Context: an optimization exercise on an open-source flow, tuned for small area. The choices shown serve that exercise and are no tape-out recipe. The RTL was checked by simulation tests, not by an equivalence proof against the original design. Power is estimated from default activity; no workload was simulated.

Setup of job 831:
==> flow/design.v <==
module rf_word_q #(
    parameter int W = 32
) (
    input  logic         clk,
    input  logic [W-1:0] d,
    output logic [W-1:0] q
);
    always_ff @(posedge clk) q <= d;
endmodule
module rf_wmux #(
    parameter int W = 32
) (
    input  logic         sel,
    input  logic         seln,
    input  logic [W-1:0] w,
    input  logic [W-1:0] q,
    output logic [W-1:0] d
);
    assign d = ({W{sel}} & w) | ({W{seln}} & q);
endmodule
module rf_rsel #(
    parameter int N = 32,
    parameter int A = 5
) (
    input  logic         en,
    input  logic [A-1:0] ra,
    input  logic [N-1:1] valid,
    output logic [N-1:1] sel
);
    always_comb begin
        for (int i = 1; i < N; i++) begin
            sel[i] = en && valid[i] && (ra == A'(i));
        end
    end
endmodule
module rf_aoi3 (
    input  logic [2:0] s,
    input  logic [2:0] q,
    output logic       y
);
    assign y = ~|(s & q);
endmodule
module rf_rbit #(
    parameter int N = 32
) (
    input  logic [N-1:1] sel,
    input  logic [N-1:1] q,
    output logic         y
);
    localparam int NG  = (N - 1) / 3;
    localparam int REM = (N - 1) % 3;
    localparam int NT  = NG + (REM != 0 ? 1 : 0);
    logic [NT-1:0] t;
    for (genvar g = 0; g < NG; g++) begin : g_grp
        rf_aoi3 u_aoi (.s(sel[3*g+3:3*g+1]), .q(q[3*g+3:3*g+1]), .y(t[g]));
    end
    if (REM != 0) begin : g_rem
        assign t[NT-1] = ~|(sel[N-1:3*NG+1] & q[N-1:3*NG+1]);
    end
    assign y = ~&t;
endmodule
module regfile #(
    parameter int DATA_W = 32,
    parameter int ADDR_W = 5,
    parameter int CNT_W  = 32
) (
    input  logic              clk,
    input  logic              rst,
    input  logic              we,
    input  logic [ADDR_W-1:0] waddr,
    input  logic [DATA_W-1:0] wdata,
    input  logic              re1,
    input  logic [ADDR_W-1:0] raddr1,
    output logic [DATA_W-1:0] rdata1,
    input  logic              re2,
    input  logic [ADDR_W-1:0] raddr2,
    output logic [DATA_W-1:0] rdata2,
    output logic [CNT_W-1:0]  wr_cnt
);
    localparam int DEPTH = 1 << ADDR_W;
    logic [DATA_W-1:0] q     [DEPTH];
    logic [DATA_W-1:0] d     [DEPTH];
    logic [DATA_W-1:0] qt1   [DATA_W];
    logic [DEPTH-1:1]  qt    [DATA_W];
    logic [DEPTH-1:1]  wsel;
    logic [DEPTH-1:1]  valid_q;
    logic [DEPTH-1:1]  rsel1;
    logic [DEPTH-1:1]  rsel2;
    logic [CNT_W-1:0]  wr_cnt_q;
    logic              commit;
    assign commit = we && (waddr != '0);
    always_comb begin
        for (int i = 1; i < DEPTH; i++) begin
            wsel[i] = commit && (waddr == ADDR_W'(i));
        end
    end
    always_ff @(posedge clk or negedge rst) begin
        if (!rst) begin
            valid_q  <= '0;
            wr_cnt_q <= '0;
        end else begin
            valid_q  <= valid_q | wsel;
            wr_cnt_q <= wr_cnt_q + CNT_W'(commit);
        end
    end
    for (genvar i = 1; i < DEPTH; i++) begin : g_word
        for (genvar k = 0; k < DATA_W / 8; k++) begin : g_byte
            rf_wmux #(.W(8)) u_wmux (
                .sel(wsel[i]), .seln(!wsel[i]), .w(wdata[8*k+7:8*k]),
                .q(q[i][8*k+7:8*k]), .d(d[i][8*k+7:8*k])
            );
        end
        rf_word_q #(.W(DATA_W)) u_q (.clk(clk), .d(d[i]), .q(q[i]));
        for (genvar b = 0; b < DATA_W; b++) begin : g_t
            assign qt[b][i] = q[i][b];
        end
    end
    rf_rsel #(.N(DEPTH), .A(ADDR_W)) u_rsel1 (
        .en(rst && re1), .ra(raddr1), .valid(valid_q), .sel(rsel1)
    );
    rf_rsel #(.N(DEPTH), .A(ADDR_W)) u_rsel2 (
        .en(rst && re2), .ra(raddr2), .valid(valid_q), .sel(rsel2)
    );
    for (genvar b = 0; b < DATA_W; b++) begin : g_bit
        rf_rbit #(.N(DEPTH)) u_r1 (.sel(rsel1), .q(qt[b]), .y(rdata1[b]));
        rf_rbit #(.N(DEPTH)) u_r2 (.sel(rsel2), .q(qt[b]), .y(rdata2[b]));
    end
    assign wr_cnt = wr_cnt_q;
endmodule
Settings: LEC_CHECK=0, CAP_MARGIN=10, CORE_MARGIN=2, CORE_UTILIZATION=40, SETUP_SLACK_MARGIN=0.2, SLEW_MARGIN=10, SYNTH_HIERARCHICAL=1; clock period 7.0 ns.
standard.sh (not shown) runs the stock make flow with config.mk's settings and CLKGATE_MAP_FILE= SYNTH_SCRIPT=/design/flow/synth_recipe.tcl, a recipe that flattens the netlist after the stock synthesis.
==> flow/flow/run.sh <==
#!/bin/bash
# Layout flow: the standard ORFS flow, with two changes after synthesis:
#  - port buffers use the smallest buffer (buf_1) instead of the resizer's pick;
#  - clock tree synthesis inserts no dummy loads and builds from clkbuf_8,
#    with clusters of up to 18 sinks.
# Synthesis is the standard one, unchanged. Each step's output goes to a log here.
set -euo pipefail
bash standard.sh synth > synth.log 2>&1
bash standard.sh \
  "BUFFER_PORTS_ARGS=-buffer_cell sky130_fd_sc_hd__buf_1" \
  "CTS_ARGS=-sink_clustering_enable -repair_clock_nets -dont_use_dummy_load -buf_list sky130_fd_sc_hd__clkbuf_8 -sink_clustering_size 18 -sink_clustering_max_diameter 50" \
  finish > layout.log 2>&1
In summary, job 831 completed successfully, with a layout that passed the timing, design-rule and antenna checks.
[inputs] job 9403 vs job 831
--- a/flow/design.v
+++ b/flow/design.v
@@ -101,18 +101,15 @@
         end else begin
             valid_q  <= valid_q | wsel;
             wr_cnt_q <= wr_cnt_q + CNT_W'(commit);
         end
     end
     for (genvar i = 1; i < DEPTH; i++) begin : g_word
-        for (genvar k = 0; k < DATA_W / 8; k++) begin : g_byte
-            rf_wmux #(.W(8)) u_wmux (
-                .sel(wsel[i]), .seln(!wsel[i]), .w(wdata[8*k+7:8*k]),
-                .q(q[i][8*k+7:8*k]), .d(d[i][8*k+7:8*k])
-            );
-        end
+        rf_wmux #(.W(DATA_W)) u_wmux (
+            .sel(wsel[i]), .seln(!wsel[i]), .w(wdata), .q(q[i]), .d(d[i])
+        );
         rf_word_q #(.W(DATA_W)) u_q (.clk(clk), .d(d[i]), .q(q[i]));
         for (genvar b = 0; b < DATA_W; b++) begin : g_t
             assign qt[b][i] = q[i][b];
         end
     end
     rf_rsel #(.N(DEPTH), .A(ADDR_W)) u_rsel1 (
--- outcome ---
- Going from job 831 to job 9403, final total power shows a reduction of about 1.7%; highest clock frequency the design can meet shows a reduction of 4.8 MHz; die area shows an increase of about 0.36%.
- Job 9403 -> job 831: via count flat
- Synthesized cell count (job 9403 over job 831): decrease, 62
- In terms of adder-cell area share of the yosys netlist, job 831 and job 9403 differ only marginally.
- Status: share of the synthesized netlist area taken by xor and xnor gates parity (job 9403, job 831)

static timing again, ports no longer ideal:
The flow's constraints put no driver on any port. The routed layouts listed below were extracted and timed again, unchanged, in two steps.
Step 1 assumes that a clkbuf_16 drives the clock port and a buf_2 every other input.
Step 2 times the ports against the registers' clock, not the clock port: input delays grow and output delays shrink by t, the midpoint of the rising clock arrivals with the driver on.
Three values: ideal, step 1, step 2; two values: the first two.
| run | t, ns | setup WS [ns] | worst register clock-pin slew, ns | worst slew at a driven data input, ns |
|---|---|---|---|---|
| job 831 | 0.847 | 0.970 / 0.942 / 0.942 | 0.11 / 0.11 | 0.11 |
| job 9403 | 0.820 | 0.791 / 0.770 / 0.770 | 0.12 / 0.12 | 0.13 |
After both steps every run listed still meets setup and hold. The setup slack of job 831, which loses most, moves by -0.028 ns with the drivers and by -0.028 ns with both steps.
